Background: an optimization exercise with open tools, aiming at small area and a short achievable clock period. Do not read the settings as production practice.
Only simulation tests tie the RTL to the original design; equivalence was not proved.
Power is estimated from default activity; no workload was simulated.

==> flow/design.v <==
package can_tx_pkg;
    localparam int MAX_BYTES = 8;
    localparam int MAX_ID_W  = 29;
    typedef enum logic [1:0] {
        IDLE = 2'd0,
        ARB  = 2'd1,
        REQ  = 2'd2,
        WAIT = 2'd3
    } state_t;
endpackage
module can_tx_prio_sel
#(
    parameter  int NUM_MB = 10,
    parameter  int ID_W   = 11
) (
    input  logic [NUM_MB-1:0]            pending_i,
    input  logic [NUM_MB-1:0][ID_W-1:0]  ids_i,
    output logic [NUM_MB-1:0]            win_o
);
    localparam int NP = (NUM_MB + 1) / 2;    
    function automatic logic id_le(input logic [ID_W-1:0] a, input logic [ID_W-1:0] b, input logic strict);
        logic r;
        r = !strict;
        for (int k = 0; k < ID_W; k++) r = (!a[k] && b[k]) || ((!a[k] || b[k]) && r);
        id_le = r;
    endfunction
    logic [NP-1:0]           pv;        
    logic [NP-1:0][ID_W-1:0] pid;       
    logic [NP-1:0]           plo;       
    logic [NP-1:0][NP-1:0]   beats;     
    logic [NP-1:0]           pwin;
    always_comb begin
        for (int p = 0; p < NP; p++) begin
            if (2*p + 1 < NUM_MB) begin
                plo[p] = pending_i[2*p] && (!pending_i[2*p+1] || id_le(ids_i[2*p], ids_i[2*p+1], 1'b0));
                pv[p]  = pending_i[2*p] || pending_i[2*p+1];
                pid[p] = plo[p] ? ids_i[2*p] : ids_i[2*p+1];
            end else begin
                plo[p] = 1'b1;
                pv[p]  = pending_i[2*p];
                pid[p] = ids_i[2*p];
            end
        end
        for (int a = 0; a < NP; a++) begin
            for (int b = 0; b < NP; b++) begin
                if (a == b)     beats[a][b] = 1'b1;
                else if (a < b) beats[a][b] = !pv[b] || id_le(pid[a], pid[b], 1'b0);
                else            beats[a][b] = !pv[b] || id_le(pid[a], pid[b], 1'b1);
            end
        end
        for (int a = 0; a < NP; a++) pwin[a] = pv[a] && (&beats[a]);
        for (int i = 0; i < NUM_MB; i++) begin
            win_o[i] = pwin[i/2] && ((i % 2 == 0) ? plo[i/2] : !plo[i/2]);
        end
    end
endmodule
module can_tx_mailbox
#(
    parameter  int NUM_MB    = 10,
    parameter  int ID_W      = 11,
    parameter  int MAX_RETRY = 16,
    localparam int MBW       = $clog2(NUM_MB)
) (
    input  logic              clk,
    input  logic              g_rst,
    input  logic              hdr_ld,
    input  logic [ID_W-1:0]   hdr_id,
    input  logic              hdr_rtr,
    input  logic [3:0]        hdr_dlc,
    input  logic              wr_en,
    input  logic [MBW-1:0]    wr_mb,
    input  logic [2:0]        wr_idx,
    input  logic [7:0]        data_in,
    input  logic [NUM_MB-1:0] tx_buff_ld,
    output logic [NUM_MB-1:0] mb_pending,
    output logic              tx_buff_busy,
    output logic              tx_done,
    output logic [MBW-1:0]    tx_done_mb,
    output logic              tx_err,
    output logic              frame_gen_intl,
    input  logic              fg_ack,
    output logic [ID_W-1:0]   tx_id,
    output logic              tx_rtr,
    output logic [3:0]        tx_dlc,
    output logic [63:0]       tx_data,
    output logic [MBW-1:0]    tx_mb,
    input  logic              tx_success,
    input  logic              tx_fail
);
    if (NUM_MB < 2 || NUM_MB > 16 || ID_W < 1 || ID_W > can_tx_pkg::MAX_ID_W || MAX_RETRY < 1) begin : g_param_check
        $error("can_tx_mailbox: parameter out of range");
    end
    localparam int HW = ID_W + 1 + 4;           
    logic [NUM_MB-1:0]               pending_q;
    logic [NUM_MB-1:0][ID_W-1:0]     hdr_id_q;
    logic [NUM_MB-1:0]               hdr_rtr_q;
    logic [NUM_MB-1:0][3:0]          hdr_dlc_q;
    logic [NUM_MB-1:0][63:0]         data_q;
    logic [NUM_MB-1:0]               win;       
    logic [NUM_MB-1:0]               rd_sel;    
    logic [MBW-1:0]                  win_idx;
    logic [ID_W-1:0]                 tx_id_q;
    logic                            tx_rtr_q;
    logic [3:0]                      tx_dlc_q;
    logic [63:0]                     tx_data_q;
    logic [MBW-1:0]                  tx_mb_q;
    logic                            tx_done_q, busy_q;
    logic                            tx_ok, tx_bad, drop, retire;
    logic [NUM_MB-1:0]               mb_sel;    
    logic [NUM_MB-1:0]               pending_d;
    can_tx_prio_sel #(.NUM_MB(NUM_MB), .ID_W(ID_W)) u_prio_sel (
        .pending_i (pending_q),
        .ids_i     (hdr_id_q),
        .win_o     (win)
    );
    logic arb_q, req_q, wait_q;
    assign tx_ok  = wait_q && tx_success;
    assign tx_bad = wait_q && !tx_success && tx_fail;
    always_ff @(posedge clk) begin
        if (!g_rst) begin
            arb_q  <= 1'b0;
            req_q  <= 1'b0;
            wait_q <= 1'b0;
        end else begin
            arb_q  <= !arb_q && !req_q && !wait_q && (|pending_q);
            req_q  <= arb_q || (req_q && !fg_ack);
            wait_q <= (req_q && fg_ack) || (wait_q && !tx_success && !tx_fail);
        end
    end
    always_comb begin
        for (int i = 0; i < NUM_MB; i++) mb_sel[i] = (tx_mb_q == MBW'(i));
    end
    localparam int RW = $clog2(MAX_RETRY);
    logic [NUM_MB-1:0][RW-1:0] retry_q;
    logic [RW-1:0]             retry_cur, retry_nxt;
    logic                      tx_err_q;
    assign retry_cur = retry_q[tx_mb_q];
    assign drop      = tx_bad && (retry_cur == RW'(MAX_RETRY - 1));
    assign retire    = tx_ok || drop;
    assign retry_nxt = (!g_rst || retire) ? '0 : RW'(retry_cur + 1'b1);
    always_ff @(posedge clk) begin
        for (int i = 0; i < NUM_MB; i++) begin
            if (!g_rst || (mb_sel[i] && (tx_ok || tx_bad))) retry_q[i] <= retry_nxt;
        end
    end
    always_ff @(posedge clk) begin
        if (!g_rst) tx_err_q <= 1'b0;
        else        tx_err_q <= drop;
    end
    assign tx_err = tx_err_q;
    always_comb begin
        for (int i = 0; i < NUM_MB; i++) begin
            pending_d[i] = g_rst && (pending_q[i] || tx_buff_ld[i]) && !(retire && mb_sel[i]);
        end
    end
    always_ff @(posedge clk) begin
        pending_q <= pending_d;
        busy_q    <= |pending_d;
    end
    always_ff @(posedge clk) begin
        if (!g_rst) tx_done_q <= 1'b0;
        else        tx_done_q <= tx_ok;
    end
    logic [7:0]      wd_data;
    logic [ID_W-1:0] wd_id;
    logic            wd_rtr;
    logic [3:0]      wd_dlc;
    assign wd_data = data_in & {8{g_rst}};
    assign wd_id   = hdr_id  & {ID_W{g_rst}};
    assign wd_rtr  = hdr_rtr & g_rst;
    assign wd_dlc  = hdr_dlc & {4{g_rst}};
    always_ff @(posedge clk) begin
        for (int i = 0; i < NUM_MB; i++) begin
            logic mb_wr;
            mb_wr = (wr_mb == MBW'(i)) && !pending_q[i];
            if (!g_rst || (mb_wr && hdr_ld)) begin
                hdr_id_q[i]  <= wd_id;
                hdr_rtr_q[i] <= wd_rtr;
                hdr_dlc_q[i] <= wd_dlc;
            end
            for (int k = 0; k < 8; k++) begin
                if (!g_rst || (mb_wr && wr_en && wr_idx == 3'(k))) data_q[i][8*k +: 8] <= wd_data;
            end
        end
    end
    assign rd_sel = arb_q ? win : mb_sel;
    always_comb begin
        win_idx = '0;
        for (int i = 0; i < NUM_MB; i++) if (win[i]) win_idx = win_idx | MBW'(i);
    end
    always_ff @(posedge clk) begin
        if (arb_q) tx_mb_q <= win_idx;
    end
    always_ff @(posedge clk) begin
        logic [ID_W-1:0] id_m;
        logic            rtr_m;
        logic [3:0]      dlc_m;
        logic [63:0]     data_m;
        id_m = '0; rtr_m = 1'b0; dlc_m = '0; data_m = '0;
        for (int i = 0; i < NUM_MB; i++) begin
            id_m   = id_m   | (hdr_id_q[i]  & {ID_W{rd_sel[i]}});
            rtr_m  = rtr_m  | (hdr_rtr_q[i] & rd_sel[i]);
            dlc_m  = dlc_m  | (hdr_dlc_q[i] & {4{rd_sel[i]}});
            data_m = data_m | (data_q[i]    & {64{rd_sel[i]}});
        end
        tx_id_q   <= id_m;
        tx_rtr_q  <= rtr_m;
        tx_dlc_q  <= dlc_m;
        tx_data_q <= data_m;
    end
    assign mb_pending     = pending_q;
    assign tx_buff_busy   = busy_q;
    assign tx_done        = tx_done_q;
    assign tx_done_mb     = tx_mb_q;
    assign frame_gen_intl = req_q;
    assign tx_id          = tx_id_q;
    assign tx_rtr         = tx_rtr_q;
    assign tx_dlc         = tx_dlc_q;
    assign tx_data        = tx_data_q;
    assign tx_mb          = tx_mb_q;
endmodule
Settings: LEC_CHECK=0, ABC_AREA=1, CAP_MARGIN=20, CORE_MARGIN=2, CORE_UTILIZATION=60, SLEW_MARGIN=20; clock period 25.0 ns.
standard.sh (not shown) runs the stock make flow with config.mk's settings and CLKGATE_MAP_FILE= SYNTH_SCRIPT=/design/flow/synth_recipe.tcl, a recipe that flattens the netlist after the stock synthesis.
==> flow/flow/run.sh <==
#!/bin/bash
# Layout flow: the standard ORFS flow run unchanged except for:
#  - synthesis maps the logic with flow/abc_area.script (ABC's &nf area-recovery mapper)
#    in place of ORFS's abc_area.script; everything else in synthesis is the standard one,
#    so the registers are exactly the standard synthesis's;
#  - port buffers use buf_2 instead of the resizer's default pick.
# Each tool's output goes to its own log file in the work folder.
set -euo pipefail
W=$PWD
rm -rf "$W/scripts_abc"
cp -r "$FLOW_HOME/scripts" "$W/scripts_abc"
cp flow/abc_area.script "$W/scripts_abc/abc_area.script"
bash standard.sh SCRIPTS_DIR="$W/scripts_abc" synth > synth.log 2>&1
bash standard.sh \
  BUFFER_PORTS_ARGS="-buffer_cell sky130_fd_sc_hd__buf_2" \
  finish > layout.log 2>&1
test -s out/final.def
==> flow/flow/abc_area.script <==
strash
&get -n
&st
&dch
&nf
&put
topo
stime -c
buffer -c
upsize -c
dnsize -c
Edit:
==> flow/flow/run.sh (replaced) <==
#!/bin/bash
# Layout flow: the standard ORFS flow (standard synthesis, floorplan, placement,
# CTS, routing) run unchanged except for two optimisation knobs:
#  - port buffers use buf_2 instead of the resizer's default pick,
#  - the resizer's setup repair aims for SETUP_MARGIN ns of slack at the design's
#    clock period, so the critical paths get sized and buffered.
# Each tool's output goes to its own log file in the work folder.
set -euo pipefail
MARGIN=18.5
bash standard.sh synth > synth.log 2>&1
bash standard.sh \
  SETUP_SLACK_MARGIN="$MARGIN" \
  BUFFER_PORTS_ARGS="-buffer_cell sky130_fd_sc_hd__buf_2" \
  finish > layout.log 2>&1
test -s out/final.def
removed: flow/flow/abc_area.script
The new run completed with no timing, DRC or antenna violations.
Wire length rose by 15%.
Power rose by 2.8%.
Sequential share of layout area fell by 5.2 points.
Design area rose by 8.4%.
Maximum frequency rose by 14%.
Edit:
==> flow/flow/run.sh (replaced) <==
#!/bin/bash
# Layout flow: the standard ORFS flow run unchanged except for:
#  - synthesis maps the logic with flow/abc_area.script (ABC's &nf mapper after &dch)
#    in place of ORFS's abc_area.script; the rest of synthesis is the standard one,
#    so the registers are exactly the standard synthesis's;
#  - port buffers use buf_2 instead of the resizer's default pick;
#  - the resizer's setup repair (floorplan, CTS and global-route steps) aims for
#    MARGIN ns of slack, so it also shortens paths that already meet 25 ns. The SDC,
#    clock period and I/O delays stay the design's.
# Each tool's output goes to its own log file in the work folder.
set -euo pipefail
MARGIN=18.8
W=$PWD
rm -rf "$W/scripts_abc"
cp -r "$FLOW_HOME/scripts" "$W/scripts_abc"
cp flow/abc_area.script "$W/scripts_abc/abc_area.script"
bash standard.sh SCRIPTS_DIR="$W/scripts_abc" synth > synth.log 2>&1
bash standard.sh \
  BUFFER_PORTS_ARGS="-buffer_cell sky130_fd_sc_hd__buf_2" \
  SETUP_SLACK_MARGIN="$MARGIN" \
  finish > layout.log 2>&1
test -s out/final.def
==> flow/flow/abc_area.script (new file) <==
strash
&get -n
&st
&dch
&nf
&put
topo
stime -c
buffer -c
upsize -c
dnsize -c
- CTS_BUF_LIST: default -> sky130_fd_sc_hd__clkbuf_16
- CTS_CLUSTER_DIAMETER: default -> 100
- CTS_CLUSTER_SIZE: default -> 24
Result:
- hold slack gets worse by 60 ps
- clock skew stays flat
- setup slack gets better by 360 ps
- wire length falls by about 10%
- register-to-register slack gets worse by 90 ps
- flip-flop and latch count stays the same
- total power falls by about 16%
- final cell count falls by 32%
- via count falls by 19%
- non-clock buffer count rises by 48
Edit:
--- a/flow/flow/run.sh
+++ b/flow/flow/run.sh
@@ -2,3 +2,3 @@
 # Layout flow: the standard ORFS flow run unchanged except for:
-#  - synthesis maps the logic with flow/abc_area.script (ABC's &nf mapper after &dch)
+#  - synthesis maps the logic with flow/abc_area.script (ABC dc2 and dch choices, then the &nf mapper, twice)
 #    in place of ORFS's abc_area.script; the rest of synthesis is the standard one,
==> flow/flow/abc_area.script (replaced) <==
strash
dc2
dch -f
&get -n
&nf
&put
strash
dch -f
&get -n
&nf
&put
topo
stime -c
buffer -c
upsize -c
dnsize -c
- CORE_UTILIZATION: 60 -> 50
Worst setup slack is better by 36 ps.
Power increases by about 0.9%.
Hold slack is better by 38 ps.
Core utilization decreases by 11 points.
Cell area decreases by 0.97%.
Edit:
--- a/flow/flow/run.sh
+++ b/flow/flow/run.sh
@@ -11,3 +11,3 @@
 set -euo pipefail
-MARGIN=18.8
+MARGIN=18.7
 W=$PWD
- CORE_UTILIZATION: 50 -> 60
After rerunning: The changed run went through all stages and came out clean. Die area decreases by 16%. Combinational power is about the same. Total power barely changes. Utilization increases by 11 points. Sequential cell count stays the same. Setup slack is worse by 120 ps. Register-to-register slack gets worse by 170 ps. Count of clock-buffer cells in the layout is unchanged. Wire length went down by 4.6%. First-iteration DRC count came out lower by 9.4%.
Edit:
==> flow/run.sh (new file) <==
#!/bin/bash
# synth_recipe.tcl (not shown) runs the flow's synth.tcl, then flattens the netlist and writes it again
# the make line also repeats each setting of config.mk as NAME=value (left out here)
make -C /OpenROAD-flow-scripts/flow DESIGN_CONFIG=/design/flow/config.mk WORK_HOME=/design/flow/orfs CLKGATE_MAP_FILE= SYNTH_SCRIPT=/design/flow/synth_recipe.tcl finish
- CORE_UTILIZATION: 60 -> 30
- CTS_BUF_LIST: sky130_fd_sc_hd__clkbuf_16 -> default
- CTS_CLUSTER_DIAMETER: 100 -> default
- CTS_CLUSTER_SIZE: 24 -> default
removed: flow/flow/run.sh
removed: flow/flow/abc_area.script
removed: flow/standard.sh
=> Fmax is lower by about a fifth; worst setup slack is worse by 1400 ps; clock skew is higher by 16 ps; final area came out higher by roughly a tenth.

## separate check: timing with driven ports
In the flow no input, the clock included, has a driving cell. The finished layouts below were timed again as built, in two steps.
Step 1, drivers: a clkbuf_16 drives clk and a buf_2 each remaining input, both assumed.
Step 2 adds t to the input delays and takes it off the output delays; t is the mean of the earliest and latest rising clock arrival at the registers after step 1. Input paths then give back, and output paths get back, about the clock's delay inside the block.
Three values: no drivers, after step 1, after step 2; two values: the first two.
| run | shift t [ns] | setup slack, ns | hold WS [ns] | latest minus earliest clock arrival (ns) | worst slew at a driven data input, ns |
|---|---|---|---|---|---|
| the first run | 0.708 | 17.441 / 17.482 / 16.774 | 0.457 / 0.457 / 0.457 | 0.022 / 0.022 | 0.08 |
| the second run | 0.701 | 18.348 / 18.381 / 17.680 | 0.514 / 0.514 / 0.514 | 0.027 / 0.028 | 0.14 |
| the third run | 0.663 | 18.706 / 18.679 / 18.040 | 0.454 / 0.454 / 0.454 | 0.031 / 0.031 | 0.12 |
| the fourth run | 0.673 | 18.743 / 18.690 / 18.112 | 0.491 / 0.491 / 0.491 | 0.025 / 0.025 | 0.08 |
| the fifth run | 0.674 | 18.624 / 18.622 / 17.996 | 0.490 / 0.490 / 0.490 | 0.026 / 0.027 | 0.11 |
| the sixth run | 0.743 | 17.252 / 17.294 / 16.551 | 0.519 / 0.519 / 0.519 | 0.044 / 0.044 | 0.18 |
After both steps setup and hold are still met in every run listed. The setup slack of the sixth run, which loses most, moves by +0.042 ns with the drivers and by -0.701 ns with both steps.
